What follows belongs to an exercise in optimizing a design on an open flow for small area, a short achievable clock period and few clock cycles; a production flow would make more cautious choices. RTL that was checked went through simulation tests only; none was proved equivalent to the original. Power is estimated from default activity; no workload was simulated.

run 1:
==> flow/design.v <==
package wb_pkg;
    typedef struct packed {
        logic                    cyc;
        logic                    stb;
        logic                    we;
        logic [32-1:0] adr;
        logic [32-1:0] dat;
    } wb_m2s_t;
    typedef struct packed {
        logic                    ack;
        logic [32-1:0] dat;
    } wb_s2m_t;
    typedef struct packed {
        logic                    valid;
        logic                    write;
        logic [32-1:0] addr;
        logic [32-1:0] data;
    } mem_req_t;
    typedef struct packed {
        logic                    done;
        logic [32-1:0] data;
    } mem_rsp_t;
endpackage
package sssp_pkg;
    typedef struct packed {
        logic [32-1:0]                next_addr;
        logic [32-1:0]                vertex_addr;
        logic [32-1:0]                vertex_count;
        logic [32-1:0]                edge_addr;
        logic [32-1:0]                edge_count;
        logic [32-1:0]                update_addr;
        logic [32-1:0]                status_addr;
        logic [32-16-1:0] rsvd;
        logic [16-1:0]               level;
    } desc_t;
    typedef struct packed {
        logic [7:0]               rsvd_hi;
        logic [8-1:0] src;
        logic [7:0]               rsvd_lo;
        logic [8-1:0] dst;
    } edge_t;
    typedef struct packed {
        logic [16-1:0]                              level;
        logic [32-16-8-1:0] rsvd;
        logic [8-1:0]                              dst;
    } update_t;
    typedef struct packed {
        logic done;
        logic busy;
    } csr_status_t;
    typedef enum logic [2:0] {
        ST_IDLE,
        ST_READ_DESC,
        ST_CONFIG,
        ST_READ_VERTEX,
        ST_PROCESS_EDGE,
        ST_WRITE_STATUS,
        ST_FINISH
    } seq_state_t;
endpackage
`timescale 1ns/1ns
module sssp_accel (
    input  logic        clk,
    input  logic        reset,
    input  logic        csr_cyc,
    input  logic        csr_stb,
    input  logic        csr_we,
    input  logic [31:0] csr_adr,
    input  logic [31:0] csr_dat_w,
    output logic        csr_ack,
    output logic [31:0] csr_dat_r,
    output logic        mem_cyc,
    output logic        mem_stb,
    output logic        mem_we,
    output logic [31:0] mem_adr,
    output logic [31:0] mem_dat_w,
    input  logic        mem_ack,
    input  logic [31:0] mem_dat_r
);
    localparam int IDLE = 0;
    localparam int SV   = 1;     
    localparam int SE   = 2;     
    localparam int SEC  = 3;     
    localparam int SU   = 4;     
    localparam int SL   = 5;     
    localparam int SED  = 6;     
    localparam int SVS  = 7;     
    localparam int SVD  = 8;     
    localparam int SW   = 9;     
    localparam int SUR  = 10;    
    localparam int SS   = 11;    
    localparam int SSW  = 12;    
    localparam int SN   = 13;    
    localparam int NST  = 14;
    logic        ack, busy, done, sel_ctrl, sel_total, kick;
    logic        access, accept;
    logic [NST-1:0] st, nst;
    logic        ack_q, fl, ez, trig;
    logic [31:0] adr, d, v, e, u, total;
    logic [15:0] ec, lp1;
    logic [7:0]  hi, lo;         
    logic [2:0]  doff;
    logic [3:0]  dlo;
    logic [28:0] dhi1;
    logic [31:0] dsum;
    logic [7:0]  vlo;
    logic        vc8;
    logic [23:0] vhi1;
    logic [31:0] vsum;
    logic        to_d, to_v, to_e, to_u;
    assign access = csr_cyc && csr_stb && !ack;
    assign accept = access && csr_we && (csr_adr == 32'd0) && !busy;
    assign csr_ack   = ack;
    assign csr_dat_r = {total[31:2] & {30{sel_total}},
                        sel_total ? total[1:0] : {sel_ctrl & done, sel_ctrl & busy}};
    always_ff @(posedge clk) begin
        if (reset) begin
            ack  <= 1'b0;
            kick <= 1'b0;
        end else begin
            ack  <= access;
            kick <= accept;
        end
        sel_ctrl  <= (csr_adr == 32'd0);
        sel_total <= (csr_adr == 32'd1);
    end
    assign mem_cyc   = !(st[IDLE] || ack_q);
    assign mem_stb   = mem_cyc;
    assign mem_we    = st[SW] || st[SSW];
    assign mem_adr   = adr;
    assign mem_dat_w = {lp1, hi, lo};
    function automatic logic carry8(input logic [7:0] a, input logic [7:0] b);
        logic [7:0] g, p;
        g = a & b;
        p = a | b;
        for (int s = 1; s < 8; s = s * 2) begin
            for (int i = 7; i >= s; i--) begin
                g[i] = g[i] | (p[i] & g[i-s]);
                p[i] = p[i] & p[i-s];
            end
        end
        carry8 = g[7];
    endfunction
    always_comb begin
        doff = 3'd0;
        if (st[IDLE] || st[SN]) doff = 3'd1;
        if (st[SV])             doff = 3'd3;
        if (st[SE])             doff = 3'd4;
        if (st[SEC])            doff = 3'd5;
        if (st[SU])             doff = 3'd7;
        if (st[SL] || st[SVS] || st[SVD] || st[SW]) doff = 3'd5;
        if (st[SUR])            doff = 3'd6;
    end
    assign dlo  = {1'b0, d[2:0]} + {1'b0, doff};
    assign dhi1 = d[31:3] + 29'd1;
    assign dsum = {dlo[3] ? dhi1 : d[31:3], dlo[2:0]};
    assign vlo  = v[7:0] + lo;
    assign vc8  = carry8(v[7:0], lo);
    assign vhi1 = v[31:8] + 24'd1;
    assign vsum = {vc8 ? vhi1 : v[31:8], vlo};
    function automatic logic plus1_eq(input logic [15:0] a, input logic [15:0] b);
        plus1_eq = a[0] ^ b[0];
        for (int i = 1; i < 16; i++) begin
            plus1_eq = plus1_eq & ((a[i] ^ b[i]) == (a[i-1] & ~b[i-1]));
        end
    endfunction
    assign trig = ack_q || kick;
    always_comb begin
        nst  = '0;
        to_d = 1'b0;
        to_v = 1'b0;
        to_e = 1'b0;
        to_u = 1'b0;
        if (st[IDLE])           begin nst[SV]  = 1'b1; to_d = 1'b1; end
        if (st[SV])             begin nst[SE]  = 1'b1; to_d = 1'b1; end
        if (st[SE])             begin nst[SEC] = 1'b1; to_d = 1'b1; end
        if (st[SEC])            begin nst[SU]  = 1'b1; to_d = 1'b1; end
        if (st[SU])             begin nst[SL]  = 1'b1; to_d = 1'b1; end
        if (st[SED])            begin nst[SVS] = 1'b1; to_v = 1'b1; end
        if (st[SVS] && fl)      begin nst[SVD] = 1'b1; to_v = 1'b1; end
        if (st[SVD] && fl)      begin nst[SW]  = 1'b1; to_u = 1'b1; end
        if ((st[SL] || (st[SVS] && !fl) || (st[SVD] && !fl) || st[SW])) begin
            if (ez) begin nst[SUR] = 1'b1; to_d = 1'b1; end
            else    begin nst[SED] = 1'b1; to_e = 1'b1; end
        end
        if (st[SUR])            begin nst[SS]  = 1'b1; to_d = 1'b1; end
        if (st[SS])             begin nst[SSW] = 1'b1; to_u = 1'b1; end
        if (st[SSW])            begin nst[SN]  = 1'b1; to_d = 1'b1; end
        if (st[SN]) begin
            if (d == 32'd0) nst[IDLE] = 1'b1;
            else begin nst[SV] = 1'b1; to_d = 1'b1; end
        end
    end
    always_ff @(posedge clk) begin
        if (reset) begin
            st    <= NST'(1);
            ack_q <= 1'b0;
            busy  <= 1'b0;
            done  <= 1'b0;
            total <= 32'd0;
        end else begin
            ack_q <= mem_cyc && mem_ack;
            if (accept) begin
                busy <= 1'b1;
                done <= 1'b0;
            end
            if (kick) begin
                total <= 32'd0;
            end
            if (trig) begin
                st  <= nst;
                if (nst[IDLE]) begin
                    busy <= 1'b0;
                    done <= 1'b1;
                end
                if (st[SVD] && fl) begin
                    total <= total + 32'd1;
                end
            end
        end
    end
    always_ff @(posedge clk) begin
        if (trig) begin
            if (to_d) adr <= dsum;
            if (to_v) adr <= vsum;
            if (to_e) adr <= e;
            if (to_u) adr <= u;
            if (to_e) begin
                e  <= e + 32'd1;
                ec <= ec - 16'd1;
                ez <= (ec == 16'd1);
            end
            if (st[SVD] && fl) begin
                u <= u + 32'd1;
            end
            if (st[SL]) begin
                lp1 <= lp1 + 16'd1;
            end
            if (st[SED]) begin
                lo <= hi;
                hi <= 8'd0;
            end
            if (st[SUR]) begin
                {hi, lo} <= u[15:0] - v[15:0];
                lp1      <= 16'd0;
            end
        end
        if (!busy) begin
            d <= csr_dat_w;
        end
        if (!ack_q) begin
            if (st[SV])  v   <= mem_dat_r;
            if (st[SE])  e   <= mem_dat_r;
            if (st[SEC]) begin
                ec <= mem_dat_r[15:0];
                ez <= (mem_dat_r[15:0] == 16'd0);
            end
            if (st[SU])  u   <= mem_dat_r;
            if (st[SL])  lp1 <= mem_dat_r[15:0];
            if (st[SED]) begin
                lo <= mem_dat_r[23:16];
                hi <= mem_dat_r[7:0];
            end
            if (st[SVS]) fl  <= plus1_eq(mem_dat_r[15:0], lp1);
            if (st[SVD]) fl  <= (mem_dat_r[15:0] == 16'hffff);
            if (st[SUR]) v   <= mem_dat_r;
            if (st[SS])  u   <= mem_dat_r;
            if (st[SN])  d   <= mem_dat_r;
        end
    end
endmodule
clock: 8.0 ns
lec_check: 0
cap_margin: 20
cell_pad_in_sites_detail_placement: 0
cell_pad_in_sites_global_placement: 1
core_margin: 2
core_utilization: 45
slew_margin: 20
standard.sh (not shown) runs the stock make flow with config.mk's settings and CLKGATE_MAP_FILE= SYNTH_SCRIPT=/design/flow/synth_recipe.tcl, a recipe that flattens the netlist after the stock synthesis.
==> flow/flow/run.sh <==
#!/bin/bash
# The standard layout (standard.sh, which also runs the standard synthesis),
# made with two changes to how the layout is built:
#  - the port buffers that global placement inserts are sky130_fd_sc_hd__buf_1
#    (the default pick is a delay buffer, larger and slower);
#  - clock tree synthesis clusters up to 25 sinks within 100 um per leaf
#    buffer and inserts no dummy loads.
# make's full output goes to standard.log here; ORFS keeps each step's log
# under orfs/logs/.
set -euo pipefail
export SETUP_SLACK_MARGIN=5.25
export BUFFER_PORTS_ARGS="-buffer_cell sky130_fd_sc_hd__buf_1"
export CTS_ARGS="-sink_clustering_enable -repair_clock_nets -dont_use_dummy_load -sink_clustering_size 25 -sink_clustering_max_diameter 100"
bash standard.sh > standard.log 2>&1
Testbench counts of run 1, summed over its fixed seeds: cycles 95,590.
Setup changes, run 1 to run 2
Settings: SETUP_SLACK_MARGIN: unset -> 5.0; CORE_UTILIZATION: 45 -> 55; CELL_PAD_IN_SITES_GLOBAL_PLACEMENT: 1 -> 0.
diff --git a/flow/flow/run.sh b/flow/flow/run.sh
--- a/flow/flow/run.sh
+++ b/flow/flow/run.sh
@@ -11 +10,0 @@
-export SETUP_SLACK_MARGIN=5.25
==> comparison <==
- Placeable core region delta (run 2 − run 1): favourable
- | arrival time at the worst endpoint | lower: run 1 |
- As far as clock latency of the later-clocked register in the worst-skew pair is concerned, run 1 and run 2 perform about the same.
- Taking run 1 as the reference, in run 2 number of global-route vias before repair about even, post-cts sizing count now smaller, growth of design area from synthesis to finish went down 3.9 points.
- Compared to run 1, run 2 shows a narrower setup margin.
Relative to run 2, the following input files were edited for run 3:
Settings: CORE_UTILIZATION: 55 -> 45; CELL_PAD_IN_SITES_GLOBAL_PLACEMENT: 0 -> 1.
Summary of run 3 over run 2: register cell area after layout barely changed; final cycle utilization of the critical path fell 0.45 points; met2 global-route usage saw a decrease. No stage failed in run 3, and the final checks on the layout all came back clean.
--- input diff run 3..run 4 ---
diff --git a/flow/flow/run.sh b/flow/flow/run.sh
--- a/flow/flow/run.sh
+++ b/flow/flow/run.sh
@@ -6 +6 @@
-#  - clock tree synthesis clusters up to 25 sinks within 100 um per leaf
+#  - clock tree synthesis clusters up to 20 sinks within 80 um per leaf
@@ -12 +12 @@
-export CTS_ARGS="-sink_clustering_enable -repair_clock_nets -dont_use_dummy_load -sink_clustering_size 25 -sink_clustering_max_diameter 100"
+export CTS_ARGS="-sink_clustering_enable -repair_clock_nets -dont_use_dummy_load -sink_clustering_size 20 -sink_clustering_max_diameter 80"
--- outcome ---
The utilization of run 4 is higher than that of run 3. Routed length per placed instance across run 4 and run 3: no real change. Final setup violation count: run 3 vs run 4 identical. Wire: run 4 routes more than run 3. Compared to run 3, run 4 shows a wider setup margin. In run 4 the register clock-pin slew on the reported worst setup and hold paths turned out 0.02 ns lower than in run 3. There was hardly any difference in overall routing resource usage between run 4 and run 3. From run 3 to run 4, share of async-settable or async-resettable flops after synthesis did not move at all. Looking at run 4 and run 3, the non-clock buffer area fraction after layout is a wash. Of run 4 and run 3, the run reporting the lower first-pass GRT wire length was run 3.

* * *

== JK ==
Another version of the RTL of sssp_accel (not shown whole).
For scale: about 260 flip-flops, ~200 I/O pins, roughly 16000 µm² of cells after synthesis.
make LEC_CHECK=0 ABC_CLOCK_PERIOD_IN_PS=2500 CAP_MARGIN=20 CELL_PAD_IN_SITES_DETAIL_PLACEMENT=1 CELL_PAD_IN_SITES_GLOBAL_PLACEMENT=2 CORE_MARGIN=2 CORE_UTILIZATION=35 SETUP_SLACK_MARGIN=5.0 SLEW_MARGIN=20 finish   # period 8.0 ns
run.sh (not shown) runs the stock make flow with config.mk's settings and CLKGATE_MAP_FILE= SYNTH_SCRIPT=/design/flow/synth_recipe.tcl, a recipe that flattens the netlist after the stock synthesis.
Stock flow here: none of the scripts above is used.
Modified inputs, MS compared to JK
Settings: clearing ABC_CLOCK_PERIOD_IN_PS, which used to be 2500.
## What came out
Comparing MS against JK, there is no change at all in clock-buffer cell count.
Between JK and MS, the final HPWL from detailed placement figures differ only marginally.
Simple-gate share of the synthesized area came out exactly the same in MS and JK.
Net switching share of the total power: JK vs MS identical
X dimension of the die: MS vs JK identical
Diff MS..JK | fraction of met3 tracks used by global routing | unchanged
Re total of flip-flops plus latches after synthesis: no difference whatsoever between JK and MS.
Taking JK as the reference, in MS final net count closely matched the old numbers; fraction of met2 tracks used by global routing closely matched the old numbers.
No run of this note included a check of the RTL's function; only the layout flow was run.

* * *

## rev 12
sssp_accel, a different RTL version from the one above (not shown whole).
Size: ~1800 cells after synthesis, about 15000 sq um of cells after synthesis.
export LEC_CHECK = 0
export CAP_MARGIN = 20
export CELL_PAD_IN_SITES_DETAIL_PLACEMENT = 1
export CELL_PAD_IN_SITES_GLOBAL_PLACEMENT = 2
export CORE_MARGIN = 2
export CORE_UTILIZATION = 35
export SLEW_MARGIN = 20
create_clock -name core_clock -period 8.0 [get_ports {clk}]
standard.sh (not shown) runs the stock make flow with config.mk's settings and CLKGATE_MAP_FILE= SYNTH_SCRIPT=/design/flow/synth_recipe.tcl, a recipe that flattens the netlist after the stock synthesis.
==> flow/flow/run.sh <==
#!/bin/bash
# The standard layout (standard.sh, which also runs the standard synthesis),
# made with two changes to how the layout is built:
#  - the port buffers that global placement inserts are sky130_fd_sc_hd__buf_1
#    (the default pick is a delay buffer, larger and slower);
#  - clock tree synthesis inserts no dummy loads.
# make's full output goes to standard.log here; ORFS keeps each step's log
# under orfs/logs/.
set -euo pipefail
export SETUP_SLACK_MARGIN=5.4
export BUFFER_PORTS_ARGS="-buffer_cell sky130_fd_sc_hd__buf_1"
export CTS_ARGS="-sink_clustering_enable -repair_clock_nets -dont_use_dummy_load"
bash standard.sh > standard.log 2>&1
Testbench counts of rev 12, summed over its fixed seeds: cycles 95,590.
diff inputs: rev 12 => rev 13
- SETUP_SLACK_MARGIN: unset -> 5.0
==> flow/run.sh (new file) <==
#!/bin/bash
# synth_recipe.tcl (not shown) runs the flow's synth.tcl, then flattens the netlist and writes it again
# the make line also repeats each setting of config.mk as NAME=value (left out here)
make -C /OpenROAD-flow-scripts/flow DESIGN_CONFIG=/design/flow/config.mk WORK_HOME=/design/flow/orfs CLKGATE_MAP_FILE= SYNTH_SCRIPT=/design/flow/synth_recipe.tcl finish
removed: flow/flow/run.sh
removed: flow/standard.sh
## What came out
Rev 13 against rev 12: initial antenna violation count saw an increase; final cell count without fillers decreased about 1.3%.
Looking only at overall power, and setting everything else aside, the lower value of rev 13 and rev 12 goes to rev 12.
| worst hold slack | rev 13 vs rev 12 | 33 ps lower |
Between rev 13 and rev 12, global placement routability congestion is lower for rev 12, rev 13 comes in above that.
Rev 13 and rev 12 ended up with nearly the same sequential cell power.
Relative to rev 12, rev 13 degrades time the worst path needs with I/O delays and setup.
Rev 13 vs rev 12: first-iteration DRC count down by a few percent

* * *

== P ==
sssp_accel again, from the RTL that the note above started with.
## sssp_accel
module sssp_accel (
    input  logic        clk,
    input  logic        reset,
    input  logic        csr_cyc,
    input  logic        csr_stb,
    input  logic        csr_we,
    input  logic [31:0] csr_adr,
    input  logic [31:0] csr_dat_w,
    output logic        csr_ack,
    output logic [31:0] csr_dat_r,
    output logic        mem_cyc,
    output logic        mem_stb,
    output logic        mem_we,
    output logic [31:0] mem_adr,
    output logic [31:0] mem_dat_w,
    input  logic        mem_ack,
    input  logic [31:0] mem_dat_r
);
    localparam int IDLE = 0;
    localparam int SV   = 1;     
    localparam int SE   = 2;     
    localparam int SEC  = 3;     
    localparam int SU   = 4;     
    localparam int SL   = 5;     
    localparam int SED  = 6;     
    localparam int SVS  = 7;     
    localparam int SVD  = 8;     
    localparam int SW   = 9;     
    localparam int SUR  = 10;    
    localparam int SS   = 11;    
    localparam int SSW  = 12;    
    localparam int SN   = 13;    
    localparam int NST  = 14;
    logic        ack, busy, done, sel_ctrl, sel_total, kick;
    logic        access, accept;
    logic [NST-1:0] st, nst;
    logic        cyc, we, ack_q, fl, ez, trig;
    logic [31:0] adr, d, v, e, u, total;
    logic [15:0] ec, lp1;
    logic [7:0]  hi, lo;         
    logic [2:0]  doff;
    logic [3:0]  dlo;
    logic [28:0] dhi1;
    logic [31:0] dsum;
    logic [7:0]  vlo;
    logic        vc8;
    logic [23:0] vhi1;
    logic [31:0] vsum;
    logic        to_d, to_v, to_e, to_u;
    assign access = csr_cyc && csr_stb && !ack;
    assign accept = access && csr_we && (csr_adr == 32'd0) && !busy;
    assign csr_ack   = ack;
    assign csr_dat_r = {total[31:2] & {30{sel_total}},
                        sel_total ? total[1:0] : {sel_ctrl & done, sel_ctrl & busy}};
    always_ff @(posedge clk) begin
        if (reset) begin
            ack  <= 1'b0;
            kick <= 1'b0;
        end else begin
            ack  <= access;
            kick <= accept;
        end
        sel_ctrl  <= (csr_adr == 32'd0);
        sel_total <= (csr_adr == 32'd1);
    end
  ...
export LEC_CHECK = 0
export CAP_MARGIN = 20
export CELL_PAD_IN_SITES_DETAIL_PLACEMENT = 1
export CELL_PAD_IN_SITES_GLOBAL_PLACEMENT = 2
export CORE_MARGIN = 2
export CORE_UTILIZATION = 55
export SETUP_SLACK_MARGIN = 5.0
export SLEW_MARGIN = 20
create_clock -name core_clock -period 8.0 [get_ports {clk}]
==> flow/flow/run.sh <==
#!/bin/bash
# The standard layout (standard.sh, which also runs the standard synthesis),
# made with two changes to how the layout is built:
#  - the port buffers that global placement inserts are sky130_fd_sc_hd__buf_1
#    (the default pick is a delay buffer, larger and slower);
#  - clock tree synthesis inserts no dummy loads.
# make's full output goes to standard.log here; ORFS keeps each step's log
# under orfs/logs/.
set -euo pipefail
export BUFFER_PORTS_ARGS="-buffer_cell sky130_fd_sc_hd__buf_1"
export CTS_ARGS="-sink_clustering_enable -repair_clock_nets -dont_use_dummy_load -sink_clustering_size 30 -sink_clustering_max_diameter 100"
bash standard.sh > standard.log 2>&1
Status: P FAILED at 3_1_place_gp_skip_io (tool error)
Testbench counts of P, summed over its fixed seeds: cycles 95,590.
Input changes introduced in Q (baseline for comparison: P):
- swapping 55 for 35 in CORE_UTILIZATION
diff --git a/flow/flow/run.sh b/flow/flow/run.sh
--- a/flow/flow/run.sh
+++ b/flow/flow/run.sh
@@ -11 +11 @@
-export CTS_ARGS="-sink_clustering_enable -repair_clock_nets -dont_use_dummy_load -sink_clustering_size 30 -sink_clustering_max_diameter 100"
+export CTS_ARGS="-sink_clustering_enable -repair_clock_nets -dont_use_dummy_load"
--- outcome ---
- Netlist area before placement: P vs Q identical
- For the number of cell rows, Q came in 16 higher than P did.
- Comparing P and Q, the lower die boundary height is on P.
- The flow did not stop early for Q: all stages ran, and the layout cleared the timing, DRC and antenna checks.
Relative to Q, the following input files were edited for R:
- swapping 2 for 1 in CELL_PAD_IN_SITES_GLOBAL_PLACEMENT
- swapping 1 for 0 in CELL_PAD_IN_SITES_DETAIL_PLACEMENT
- swapping 35 for 45 in CORE_UTILIZATION
diff --git a/flow/flow/run.sh b/flow/flow/run.sh
--- a/flow/flow/run.sh
+++ b/flow/flow/run.sh
@@ -11 +11 @@
-export CTS_ARGS="-sink_clustering_enable -repair_clock_nets -dont_use_dummy_load"
+export CTS_ARGS="-sink_clustering_enable -repair_clock_nets -dont_use_dummy_load -sink_clustering_size 30 -sink_clustering_max_diameter 100"
Comparing number of signal-net buffers in the layout for Q and R, the bigger number came from R.
Compared with Q, R shows number of global-route vias before repair that has gone down by a little under 10%.
Total detailed-routing wirelength (R vs. Q) decreases by more than 10%
Minimum clock period was lower in Q than in R.
From Q to R the numbers moved as follows: global-route usage rose 1.5 points; via count now sits lower; core utilization of the finished layout has increased.
Q vs R, worst-path cell with the longest stage delay: sky130_fd_sc_hd__dfxtp_4 vs sky130_fd_sc_hd__dfxtp_1
R vs. Q: combinational gate power went down by about 5%.
The lower worst setup slack came out of R.
R was carried through to the last stage, and its layout satisfied the timing, DRC and antenna checks.
Maximum frequency (R over Q): decrease, about 0.4%

what the ideal ports hide:
Ports are ideal in the flow. The routed layouts listed here were re-timed in OpenROAD. Step 1, drivers: a clkbuf_16 drives clk and a buf_2 each remaining input, both assumed. Step 2 times the ports against the registers' clock, not the clock port: input delays grow and output delays shrink by t, the midpoint of the rising clock arrivals with the driver on. Three values: no drivers, after step 1, after step 2; two values: the first two.
| run | t (ns) | setup slack, ns | worst hold slack (ns) | slew at the worst register clock pin (ns) |
|---|---|---|---|---|
| run 1 | 0.551 | 5.078 / 5.022 / 4.845 | 0.464 / 0.464 / 0.464 | 0.11 / 0.11 |
| run 2 | 0.540 | 5.017 / 4.965 / 4.617 | 0.469 / 0.469 / 0.469 | 0.11 / 0.11 |
| run 3 | 0.549 | 5.053 / 4.997 / 4.589 | 0.445 / 0.445 / 0.445 | 0.10 / 0.10 |
| run 4 | 0.564 | 5.062 / 5.003 / 4.555 | 0.443 / 0.443 / 0.443 | 0.09 / 0.09 |
| JK | 0.617 | 4.769 / 4.769 / 4.463 | 0.457 / 0.457 / 0.457 | 0.06 / 0.06 |
| MS | 0.617 | 4.769 / 4.769 / 4.463 | 0.457 / 0.457 / 0.457 | 0.06 / 0.06 |
| rev 12 | 0.587 | 5.051 / 4.994 / 4.899 | 0.480 / 0.480 / 0.480 | 0.06 / 0.06 |
| rev 13 | 0.601 | 4.934 / 4.875 / 4.520 | 0.447 / 0.447 / 0.447 | 0.06 / 0.06 |
| Q | 0.598 | 5.053 / 4.993 / 4.581 | 0.455 / 0.455 / 0.455 | 0.06 / 0.06 |
| R | 0.561 | 5.041 / 4.982 / 4.656 | 0.451 / 0.451 / 0.451 | 0.12 / 0.12 |
After both steps setup and hold are still met in every run listed. The setup slack of run 4, which loses most, moves by -0.059 ns with the drivers and by -0.507 ns with both steps.
